What follows belongs to an exercise in optimizing a design on an open flow for small area, a short achievable clock period and few clock cycles; a production flow would make more cautious choices.
Function was checked by simulation only, so behaviour that the tests miss may differ from the original.
No activity file was given, so power comes from the tool's default toggle rates.

==> inputs of 06-04 <==
Design exec_core, start of the top module:
module exec_core (
  input  logic     clk,
  input  logic     arst_n,
  input  logic     instr_valid,
  input  mips_pkg::word_t    instr_word,
  input  mips_pkg::word_t    instr_pc,
  output logic     instr_credit,
  output logic     retire_valid,
  output mips_pkg::word_t    retire_pc,
  output mips_pkg::word_t    retire_next_pc,
  output logic     retire_wr_en,
  output mips_pkg::reg_idx_t retire_wr_idx,
  output mips_pkg::word_t    retire_wr_data,
  output logic     retire_store,
  output mips_pkg::word_t    retire_addr,
  output mips_pkg::word_t    retire_store_data,
  output logic     retire_syscall,
  output logic     retire_illegal,
  input  logic     retire_credit
);
  function automatic [32:0] add32(input [31:0] a, input [31:0] b, input ci);
    reg c;
    integer i;
    begin
      c = ci;
      for (i = 0; i < 32; i = i + 1) begin
        add32[i] = a[i] ^ b[i] ^ c;
        c = (a[i] & b[i]) | (a[i] & c) | (b[i] & c);
      end
      add32[32] = c;
    end
  endfunction
  function automatic [36:0] add36(input [35:0] a, input [35:0] b);
    reg c;
    integer i;
    begin
      c = 1'b0;
      for (i = 0; i < 36; i = i + 1) begin
        add36[i] = a[i] ^ b[i] ^ c;
        c = (a[i] & b[i]) | (a[i] & c) | (b[i] & c);
      end
      add36[36] = c;
    end
  endfunction
  function automatic [31:0] inc32(input [31:0] x, input ci);
    reg c;
    integer i;
    begin
      c = ci;
      for (i = 0; i < 32; i = i + 1) begin
        inc32[i] = x[i] ^ c;
        c = x[i] & c;
      end
    end
  endfunction
  function automatic [5:0] lzc32(input [31:0] v);
    integer i;
    begin
      lzc32 = 6'd32;
      for (i = 0; i < 32; i = i + 1) if (v[i]) lzc32 = 31 - i;
    end
  endfunction
  function automatic [31:0] rev32(input [31:0] v);
    integer i;
    begin
      for (i = 0; i < 32; i = i + 1) rev32[i] = v[31-i];
    end
  endfunction
  logic        ir_v;
  logic [31:0] ir_w;
  logic [31:0] ir_pc;
  logic        cq;           
  logic        fc;           
  logic        r_v;
  logic [2:0]  rc;           
  logic [31:0] r_pc, r_npc, r_data, r_addr;
  logic        r_wen, r_store, r_sys, r_ill;
  logic [4:0]  r_widx;
  logic [5:0] op, fn;
  logic [4:0] f_rs, f_rt, f_rd, f_sh;
  ...
Settings: LEC_CHECK=0, CAP_MARGIN=20, CORE_MARGIN=2, CORE_UTILIZATION=60, CTS_CLUSTER_DIAMETER=100, CTS_CLUSTER_SIZE=20, PLACE_DENSITY=0.72, SLEW_MARGIN=20, SYNTH_HIERARCHICAL=1; clock period 125.0 ns.
standard.sh (not shown) runs the stock make flow with config.mk's settings and CLKGATE_MAP_FILE= SYNTH_SCRIPT=/design/flow/synth_recipe.tcl, a recipe that flattens the netlist after the stock synthesis.
==> flow/flow/run.sh <==
#!/bin/bash
# Own layout flow: the standard flow (standard.sh: the standard synthesis
# and every step unchanged), with one change made through ORFS's own
# BUFFER_PORTS_ARGS variable: every input and output port is buffered by
# sky130_fd_sc_hd__buf_2 (buffer_ports otherwise picks a slow delay cell).
set -euo pipefail
export BUFFER_PORTS_ARGS="-buffer_cell sky130_fd_sc_hd__buf_2"
bash standard.sh > standard.log 2>&1
==> 11-13 (differences from 06-04) <==
--- a/flow/design.v
+++ b/flow/design.v
@@ -237,21 +237,27 @@
     end else begin
       ir_v <= ir_v_next;
       fc   <= fc_next;
       cq   <= cq_next;
       r_v  <= x_go;
       rc   <= rc_next;
     end
   end
+  logic        ir_ld, ir_ld_n;
+  logic [31:0] ir_w_d, ir_pc_d;
+  assign ir_ld   = !ir_v || x_go;
+  assign ir_ld_n = !ir_ld;
+  for (genvar j = 0; j < 32; j++) begin : g_ir
+    ao22 u_w  (.a1(ir_ld), .a2(instr_word[j]), .b1(ir_ld_n), .b2(ir_w[j]),  .y(ir_w_d[j]));
+    ao22 u_pc (.a1(ir_ld), .a2(instr_pc[j]),   .b1(ir_ld_n), .b2(ir_pc[j]), .y(ir_pc_d[j]));
+  end
   always_ff @(posedge clk) begin
-    if (!ir_v || x_go) begin
-      ir_w  <= instr_word;
-      ir_pc <= instr_pc;
-    end
+    ir_w  <= ir_w_d;
+    ir_pc <= ir_pc_d;
   end
   logic [31:1] vld;
   logic [31:1] sel_a, sel_b;
   logic [31:1] rwe, rwe_n;
   logic [31:0] rs_val, rt_val;
   logic [4:0]  wr_idx;
   logic [31:0] res;           
   logic        rf_we;
==> flow/config.mk (replaced) <==
export PLATFORM = sky130hd
export DESIGN_NAME = exec_core
export DESIGN_NICKNAME = exec_core
export VERILOG_FILES = /design/flow/design.v
export SDC_FILE = /design/flow/constraint.sdc
export NUM_CORES = 8
export LEC_CHECK = 0
export CAP_MARGIN = 20
export CORE_MARGIN = 2
export CORE_UTILIZATION = 60
export CTS_CLUSTER_DIAMETER = 90
export CTS_CLUSTER_SIZE = 24
export PLACE_DENSITY = 0.72
export SLEW_MARGIN = 20
export SYNTH_HIERARCHICAL = 1
==> 07-26 (differences from 06-04) <==
--- a/flow/design.v
+++ b/flow/design.v
@@ -37,25 +37,16 @@
   input  logic a1,
   input  logic a2,
   input  logic b1,
   input  logic b2,
   output logic y
 );
   assign y = !((a1 & a2) | (b1 & b2));
 endmodule
-module ao22 (
-  input  logic a1,
-  input  logic a2,
-  input  logic b1,
-  input  logic b2,
-  output logic y
-);
-  assign y = (a1 & a2) | (b1 & b2);
-endmodule
 module oh_or #(
   parameter int N = 64
 ) (
   input  logic [N-1:0] sel,
   input  logic [N-1:0] d,
   output logic         y
 );
   localparam int G = N / 3;
@@ -204,84 +195,75 @@
   assign d_wr_en   = s_add || s_sub || s_and || s_or || s_slt || s_sll || s_sra || d_mf ||
                      i_addi || i_andi || i_ori || i_lui || i_lw || i_jal;
   assign d_illegal = !(d_wr_en || d_md || s_jr || s_sys || i_sw || i_j || d_br);
   logic md_busy, md_busy_next;
   logic stall;
   logic x_go;
   logic [2:0] rc_next;
   logic ir_v_next, fc_next;
-  logic [2:0] rc_next_c, rc_next_nc;
-  logic rc_ok_next, in_mf, held_mf, cq_in, cq_held, cq_next;
+  logic [31:0] w_next;
+  logic nx_mf, x_go_next;
   assign stall = d_mf && md_busy;
   assign x_go  = ir_v && !stall && (rc > {2'b00, r_v});
-  assign rc_next_c  = (rc == 3'd4 && !r_v) ? 3'd4 : rc + {2'b00, !r_v};
-  assign rc_next_nc = rc - {2'b00, r_v};
-  assign rc_next    = retire_credit ? rc_next_c : rc_next_nc;
-  assign rc_ok_next = retire_credit ? (rc_next_c > {2'b00, x_go}) : (rc_next_nc > {2'b00, x_go});
-  function automatic is_mf(input [31:0] w);
-    is_mf = (w[31:26] == 6'h00) && (w[5:4] == 2'b01) && !w[3] && !w[2] && !w[0];
-  endfunction
-  assign in_mf   = is_mf(instr_word);
-  assign held_mf = is_mf(ir_w);
+  always_comb begin
+    rc_next = rc;
+    if (retire_credit && !r_v && rc != 3'd4) rc_next = rc + 3'd1;
+    else if (!retire_credit && r_v)          rc_next = rc - 3'd1;
+  end
   assign ir_v_next = instr_valid || (ir_v && !x_go);
   assign fc_next   = (fc || cq) && !instr_valid;
-  assign cq_in   = !(in_mf && md_busy_next) && rc_ok_next;
-  assign cq_held = !(fc || cq) && (!(ir_v && !x_go) || (!(held_mf && md_busy_next) && rc_ok_next));
-  assign cq_next = instr_valid ? cq_in : cq_held;
+  assign w_next    = instr_valid ? instr_word : ir_w;
+  assign nx_mf     = (w_next[31:26] == 6'h00) && (w_next[5:4] == 2'b01) && (w_next[3:0] == 4'h0 || w_next[3:0] == 4'h2);
+  assign x_go_next = !(nx_mf && md_busy_next) && (rc_next > {2'b00, x_go});
   always_ff @(posedge clk or negedge arst_n) begin
     if (!arst_n) begin
       ir_v <= 1'b0;
       cq   <= 1'b0;
       fc   <= 1'b0;
       r_v  <= 1'b0;
       rc   <= 3'd0;
     end else begin
       ir_v <= ir_v_next;
       fc   <= fc_next;
-      cq   <= cq_next;
+      cq   <= !fc_next && (!ir_v_next || x_go_next);
       r_v  <= x_go;
       rc   <= rc_next;
     end
   end
   always_ff @(posedge clk) begin
     if (!ir_v || x_go) begin
       ir_w  <= instr_word;
       ir_pc <= instr_pc;
     end
   end
+  logic [31:0] gpr [1:31];
   logic [31:1] vld;
   logic [31:1] sel_a, sel_b;
-  logic [31:1] rwe, rwe_n;
   logic [31:0] rs_val, rt_val;
   logic [4:0]  wr_idx;
   logic [31:0] res;           
   logic        rf_we;
   assign wr_idx = i_jal ? 5'd31 : (sp ? f_rd : f_rt);
   assign rf_we  = x_go && d_wr_en && (wr_idx != 5'd0);
   always_ff @(posedge clk or negedge arst_n) begin
     if (!arst_n) vld <= '0;
     else if (rf_we) vld[wr_idx] <= 1'b1;
   end
-  for (genvar i = 1; i < 32; i++) begin : g_gpr
-    logic [31:0] q;
-    logic [31:0] d;
-    assign rwe[i]   = rf_we && (wr_idx == i);
-    assign rwe_n[i] = !rwe[i];
-    for (genvar j = 0; j < 32; j++) begin : g_bit
-      ao22 u_ld (.a1(rwe[i]), .a2(res[j]), .b1(rwe_n[i]), .b2(q[j]), .y(d[j]));
-    end
-    always_ff @(posedge clk) q <= d;
+  always_ff @(posedge clk) begin
+    if (rf_we) gpr[wr_idx] <= res;
+  end
+  for (genvar i = 1; i < 32; i++) begin : g_sel
     assign sel_a[i] = (f_rs == i) && vld[i];
     assign sel_b[i] = (f_rt == i) && vld[i];
   end
   for (genvar j = 0; j < 32; j++) begin : g_rd
     logic [31:1] col;
     for (genvar i = 1; i < 32; i++) begin : g_col
-      assign col[i] = g_gpr[i].q[j];
+      assign col[i] = gpr[i][j];
     end
     oh_or #(.N(31)) u_ra (.sel(sel_a), .d(col), .y(rs_val[j]));
     oh_or #(.N(31)) u_rb (.sel(sel_b), .d(col), .y(rt_val[j]));
   end
   logic [31:0] pc4, pc4_hi;
   logic [32:0] sum_c;
   logic [31:0] imm_s, opb, add_a, sum;
   logic        sub;
@@ -305,36 +287,35 @@
   logic [31:0] m;            
   logic [5:0]  cnt;          
   logic        div_mode;
   logic        hi_neg, lo_neg;
   logic        zero;         
   logic        na_en, na_ci, nb_en;
   logic [31:0] na_x, na_out, nb_out;
   logic [5:0]  la, lb, jd;
-  logic        bz, b1, a_lt_b;
+  logic        bz, a_lt_b;
   logic [4:0]  md_amt;
   logic [5:0]  cnt_init;
   logic        md_start;
   logic [31:0] md_val;
   assign na_x   = d_mf ? (s_mflo ? lo : hi) : rs_val;
   assign na_en  = d_mf ? (s_mflo ? lo_neg : hi_neg) : rs_val[31];
   assign na_ci  = !d_mf || s_mflo || div_mode || (lo == 32'd0);
   assign na_out = inc32(na_x ^ {32{na_en}}, na_en && na_ci);
   assign md_val = zero ? 32'd0 : na_out;
   assign nb_en  = d_md && rt_val[31];
   assign nb_out = inc32(rt_val ^ {32{nb_en}}, nb_en);
   assign la       = lzc32(na_out);
   assign lb       = lzc32(nb_out);
   assign bz       = lb[5];
-  assign b1       = (lb == 6'd31);               
   assign jd       = lb - la;                 
   assign a_lt_b   = la > lb;
   assign md_amt   = s_div ? jd[4:0] : {lb[4:2], 2'b00};
-  assign cnt_init = s_div ? ((bz || b1 || a_lt_b) ? 6'd0 : ({1'b0, jd[4:0]} + 6'd1))
+  assign cnt_init = s_div ? ((bz || a_lt_b) ? 6'd0 : ({1'b0, jd[4:0]} + 6'd1))
                           : ((bz || la[5]) ? 6'd0 : (6'd8 - {3'b000, lb[4:2]}));
   assign md_start = x_go && d_md;
   logic [31:0] sh_in;
   logic [4:0]  sh_amt;
   logic [32:0] sh_out;
   logic [31:0] sra_res;
   assign sh_in   = s_sra ? rev32(nb_out) : nb_out;
   assign sh_amt  = d_md ? md_amt : f_sh;
@@ -371,18 +352,18 @@
     end
   end
   always_ff @(posedge clk) begin
     if (md_start) begin
       div_mode <= s_div;
       m        <= na_out;
       d        <= sh_out[31:0];
       if (s_div) begin
-        hi     <= b1 ? 32'd0 : na_out;
-        lo     <= bz ? 32'hffff_ffff : (b1 ? na_out : 32'd0);
+        hi     <= na_out;
+        lo     <= bz ? 32'hffff_ffff : 32'd0;
         hi_neg <= rs_val[31];
         lo_neg <= (rs_val[31] ^ rt_val[31]) && !bz;
       end else begin
         hi     <= '0;
         lo     <= '0;
         hi_neg <= rs_val[31] ^ rt_val[31];
         lo_neg <= rs_val[31] ^ rt_val[31];
       end
@@ -395,33 +376,31 @@
         hi <= {hi_up[27:0], p4[35:32]};
         lo <= p4[31:0];
         d  <= {d[27:0], 4'h0};
       end
     end
   end
   assign md_busy      = (cnt != 6'd0);
   assign md_busy_next = md_start ? (cnt_init != 6'd0) : (cnt > 6'd1);
-  logic [63:0] msel, mwe, mwe_n;
+  logic [31:0] mem [64];
+  logic [63:0] msel;
   logic [31:0] mem_rd;
-  for (genvar i = 0; i < 64; i++) begin : g_mem
-    logic [31:0] q;
-    logic [31:0] d;
-    assign msel[i]  = (sum[7:2] == i);
-    assign mwe[i]   = x_go && i_sw && msel[i];
-    assign mwe_n[i] = !mwe[i];
-    for (genvar j = 0; j < 32; j++) begin : g_bit
-      ao22 u_ld (.a1(mwe[i]), .a2(rt_val[j]), .b1(mwe_n[i]), .b2(q[j]), .y(d[j]));
+  for (genvar i = 0; i < 64; i++) begin : g_msel
+    assign msel[i] = (sum[7:2] == i);
+  end
+  always_ff @(posedge clk) begin
+    for (int i = 0; i < 64; i++) begin
+      if (x_go && i_sw && msel[i]) mem[i] <= rt_val;
     end
-    always_ff @(posedge clk) q <= d;
   end
   for (genvar j = 0; j < 32; j++) begin : g_mrd
     logic [63:0] col;
     for (genvar i = 0; i < 64; i++) begin : g_col
-      assign col[i] = g_mem[i].q[j];
+      assign col[i] = mem[i][j];
     end
     oh_or #(.N(64)) u_rd (.sel(msel), .d(col), .y(mem_rd[j]));
   end
   logic eq, az, taken;
   logic [31:0] next_pc;
   always_comb begin
     res = '0;
     if (s_add || s_sub || i_addi) res = res | sum;
==> flow/run.sh (new file) <==
#!/bin/bash
# synth_recipe.tcl (not shown) runs the flow's synth.tcl, then flattens the netlist and writes it again
# the make line also repeats each setting of config.mk as NAME=value (left out here)
make -C /OpenROAD-flow-scripts/flow DESIGN_CONFIG=/design/flow/config.mk WORK_HOME=/design/flow/orfs CLKGATE_MAP_FILE= SYNTH_SCRIPT=/design/flow/synth_recipe.tcl finish
==> flow/config.mk (replaced) <==
export PLATFORM = sky130hd
export DESIGN_NAME = exec_core
export DESIGN_NICKNAME = exec_core
export VERILOG_FILES = /design/flow/design.v
export SDC_FILE = /design/flow/constraint.sdc
export NUM_CORES = 8
export LEC_CHECK = 0
export CAP_MARGIN = 20
export CORE_MARGIN = 2
export CORE_UTILIZATION = 50
export SLEW_MARGIN = 20
export SYNTH_HIERARCHICAL = 1
removed: flow/flow/run.sh
removed: flow/standard.sh
==> 08-10 (differences from 06-04) <==
--- a/flow/design.v
+++ b/flow/design.v
@@ -148,16 +148,17 @@
     end
   endfunction
   logic        ir_v;
   logic [31:0] ir_w;
   logic [31:0] ir_pc;
   logic        cq;           
   logic        fc;           
   logic        r_v;
+  logic        r_v_o;        
   logic [2:0]  rc;           
   logic [31:0] r_pc, r_npc, r_data, r_addr;
   logic        r_wen, r_store, r_sys, r_ill;
   logic [4:0]  r_widx;
   logic [5:0] op, fn;
   logic [4:0] f_rs, f_rt, f_rd, f_sh;
   logic [15:0] f_imm;
   logic sp;
@@ -208,16 +209,18 @@
   logic stall;
   logic x_go;
   logic [2:0] rc_next;
   logic ir_v_next, fc_next;
   logic [2:0] rc_next_c, rc_next_nc;
   logic rc_ok_next, in_mf, held_mf, cq_in, cq_held, cq_next;
   assign stall = d_mf && md_busy;
   assign x_go  = ir_v && !stall && (rc > {2'b00, r_v});
+  logic x_go_o;
+  assign x_go_o = ir_v && !stall && (rc > {2'b00, r_v_o});
   assign rc_next_c  = (rc == 3'd4 && !r_v) ? 3'd4 : rc + {2'b00, !r_v};
   assign rc_next_nc = rc - {2'b00, r_v};
   assign rc_next    = retire_credit ? rc_next_c : rc_next_nc;
   assign rc_ok_next = retire_credit ? (rc_next_c > {2'b00, x_go}) : (rc_next_nc > {2'b00, x_go});
   function automatic is_mf(input [31:0] w);
     is_mf = (w[31:26] == 6'h00) && (w[5:4] == 2'b01) && !w[3] && !w[2] && !w[0];
   endfunction
   assign in_mf   = is_mf(instr_word);
@@ -228,30 +231,38 @@
   assign cq_held = !(fc || cq) && (!(ir_v && !x_go) || (!(held_mf && md_busy_next) && rc_ok_next));
   assign cq_next = instr_valid ? cq_in : cq_held;
   always_ff @(posedge clk or negedge arst_n) begin
     if (!arst_n) begin
       ir_v <= 1'b0;
       cq   <= 1'b0;
       fc   <= 1'b0;
       r_v  <= 1'b0;
+      r_v_o <= 1'b0;
       rc   <= 3'd0;
     end else begin
       ir_v <= ir_v_next;
       fc   <= fc_next;
       cq   <= cq_next;
       r_v  <= x_go;
+      r_v_o <= x_go_o;
       rc   <= rc_next;
     end
   end
+  logic        ir_ld, ir_ld_n;
+  logic [31:0] ir_w_d, ir_pc_d;
+  assign ir_ld   = !ir_v || x_go;
+  assign ir_ld_n = !ir_ld;
+  for (genvar j = 0; j < 32; j++) begin : g_ir
+    ao22 u_w  (.a1(ir_ld), .a2(instr_word[j]), .b1(ir_ld_n), .b2(ir_w[j]),  .y(ir_w_d[j]));
+    ao22 u_pc (.a1(ir_ld), .a2(instr_pc[j]),   .b1(ir_ld_n), .b2(ir_pc[j]), .y(ir_pc_d[j]));
+  end
   always_ff @(posedge clk) begin
-    if (!ir_v || x_go) begin
-      ir_w  <= instr_word;
-      ir_pc <= instr_pc;
-    end
+    ir_w  <= ir_w_d;
+    ir_pc <= ir_pc_d;
   end
   logic [31:1] vld;
   logic [31:1] sel_a, sel_b;
   logic [31:1] rwe, rwe_n;
   logic [31:0] rs_val, rt_val;
   logic [4:0]  wr_idx;
   logic [31:0] res;           
   logic        rf_we;
@@ -453,17 +464,17 @@
     r_addr  <= sum;
     r_wen   <= d_wr_en;
     r_widx  <= wr_idx;
     r_store <= i_sw;
     r_sys   <= s_sys;
     r_ill   <= d_illegal;
   end
   assign instr_credit      = cq;
-  assign retire_valid      = r_v;
+  assign retire_valid      = r_v_o;
   assign retire_pc         = r_pc;
   assign retire_next_pc    = r_npc;
   assign retire_wr_en      = r_wen;
   assign retire_wr_idx     = r_widx;
   assign retire_wr_data    = r_data;
   assign retire_store      = r_store;
   assign retire_addr       = r_addr;
   assign retire_store_data = r_data;
==> flow/config.mk (replaced) <==
export PLATFORM = sky130hd
export DESIGN_NAME = exec_core
export DESIGN_NICKNAME = exec_core
export VERILOG_FILES = /design/flow/design.v
export SDC_FILE = /design/flow/constraint.sdc
export NUM_CORES = 8
export LEC_CHECK = 0
export CAP_MARGIN = 20
export CORE_MARGIN = 2
export CORE_UTILIZATION = 60
export CTS_CLUSTER_DIAMETER = 90
export CTS_CLUSTER_SIZE = 24
export PLACE_DENSITY = 0.72
export SLEW_MARGIN = 20
export SYNTH_HIERARCHICAL = 1
==> notes <==
Count of clock-buffer cells in the layout, lowest first: 08-10, 11-13, 06-04, 07-26.
Between 07-26 and 08-10, the lower flip-flop and latch count is in 07-26 (gap 1).
08-10 went through all stages and came out clean. 07-26 completed without violations. 06-04 completed with no timing, DRC or antenna violations. 11-13 went through all stages and came out clean.
The lowest core utilization belongs to 07-26, the highest to 08-10.
Sequential share of layout area: 11-13 is higher than 08-10 (0.41 points).
The lowest wire length belongs to 07-26, the highest to 08-10.
First-iteration DRC count: 06-04 > 08-10 > 11-13 > 07-26.
In critical path depth, 06-04 and 08-10 do not differ.
Clock power, highest first: 07-26, 06-04, 08-10, 11-13.
Via count, highest first: 08-10, 06-04, 11-13, 07-26.
Testbench counts of 06-04, summed over its fixed seeds: cycles 16,359.
Testbench counts of 11-13, summed over its fixed seeds: cycles 16,359.
Testbench counts of 07-26, summed over its fixed seeds: cycles 16,449.
Testbench counts of 08-10, summed over its fixed seeds: cycles 16,359.

## afterwards: timing with drivers on the ports
The results above use ideal ports. As a check the final layouts listed here were re-extracted and re-timed, cells and wires unchanged.
Step 1: set_driving_cell puts a clkbuf_16 on clk and a buf_2 on each other input, an assumption about the parent block.
Step 2 times the ports against the registers' clock, not the clock port: input delays grow and output delays shrink by t, the midpoint of the rising clock arrivals with the driver on.
Slacks: ideal / step 1 / step 2; pairs: ideal / step 1.
run | shift t [ns] | slack for setup (ns) | worst setup path after step 2 | worst register clock-pin slew, ns
06-04 | 0.997 | 98.591 / 98.477 / 98.876 | input to register | 0.10 / 0.10
11-13 | 0.987 | 98.538 / 98.430 / 98.260 | input to register | 0.11 / 0.11
07-26 | 1.036 | 98.077 / 97.977 / 97.206 | input to register | 0.09 / 0.09
08-10 | 1.004 | 98.581 / 98.461 / 98.824 | input to register | 0.11 / 0.11
After both steps every run listed still meets setup and hold. The setup slack of 07-26, which loses most, moves by -0.100 ns with the drivers and by -0.871 ns with both steps.
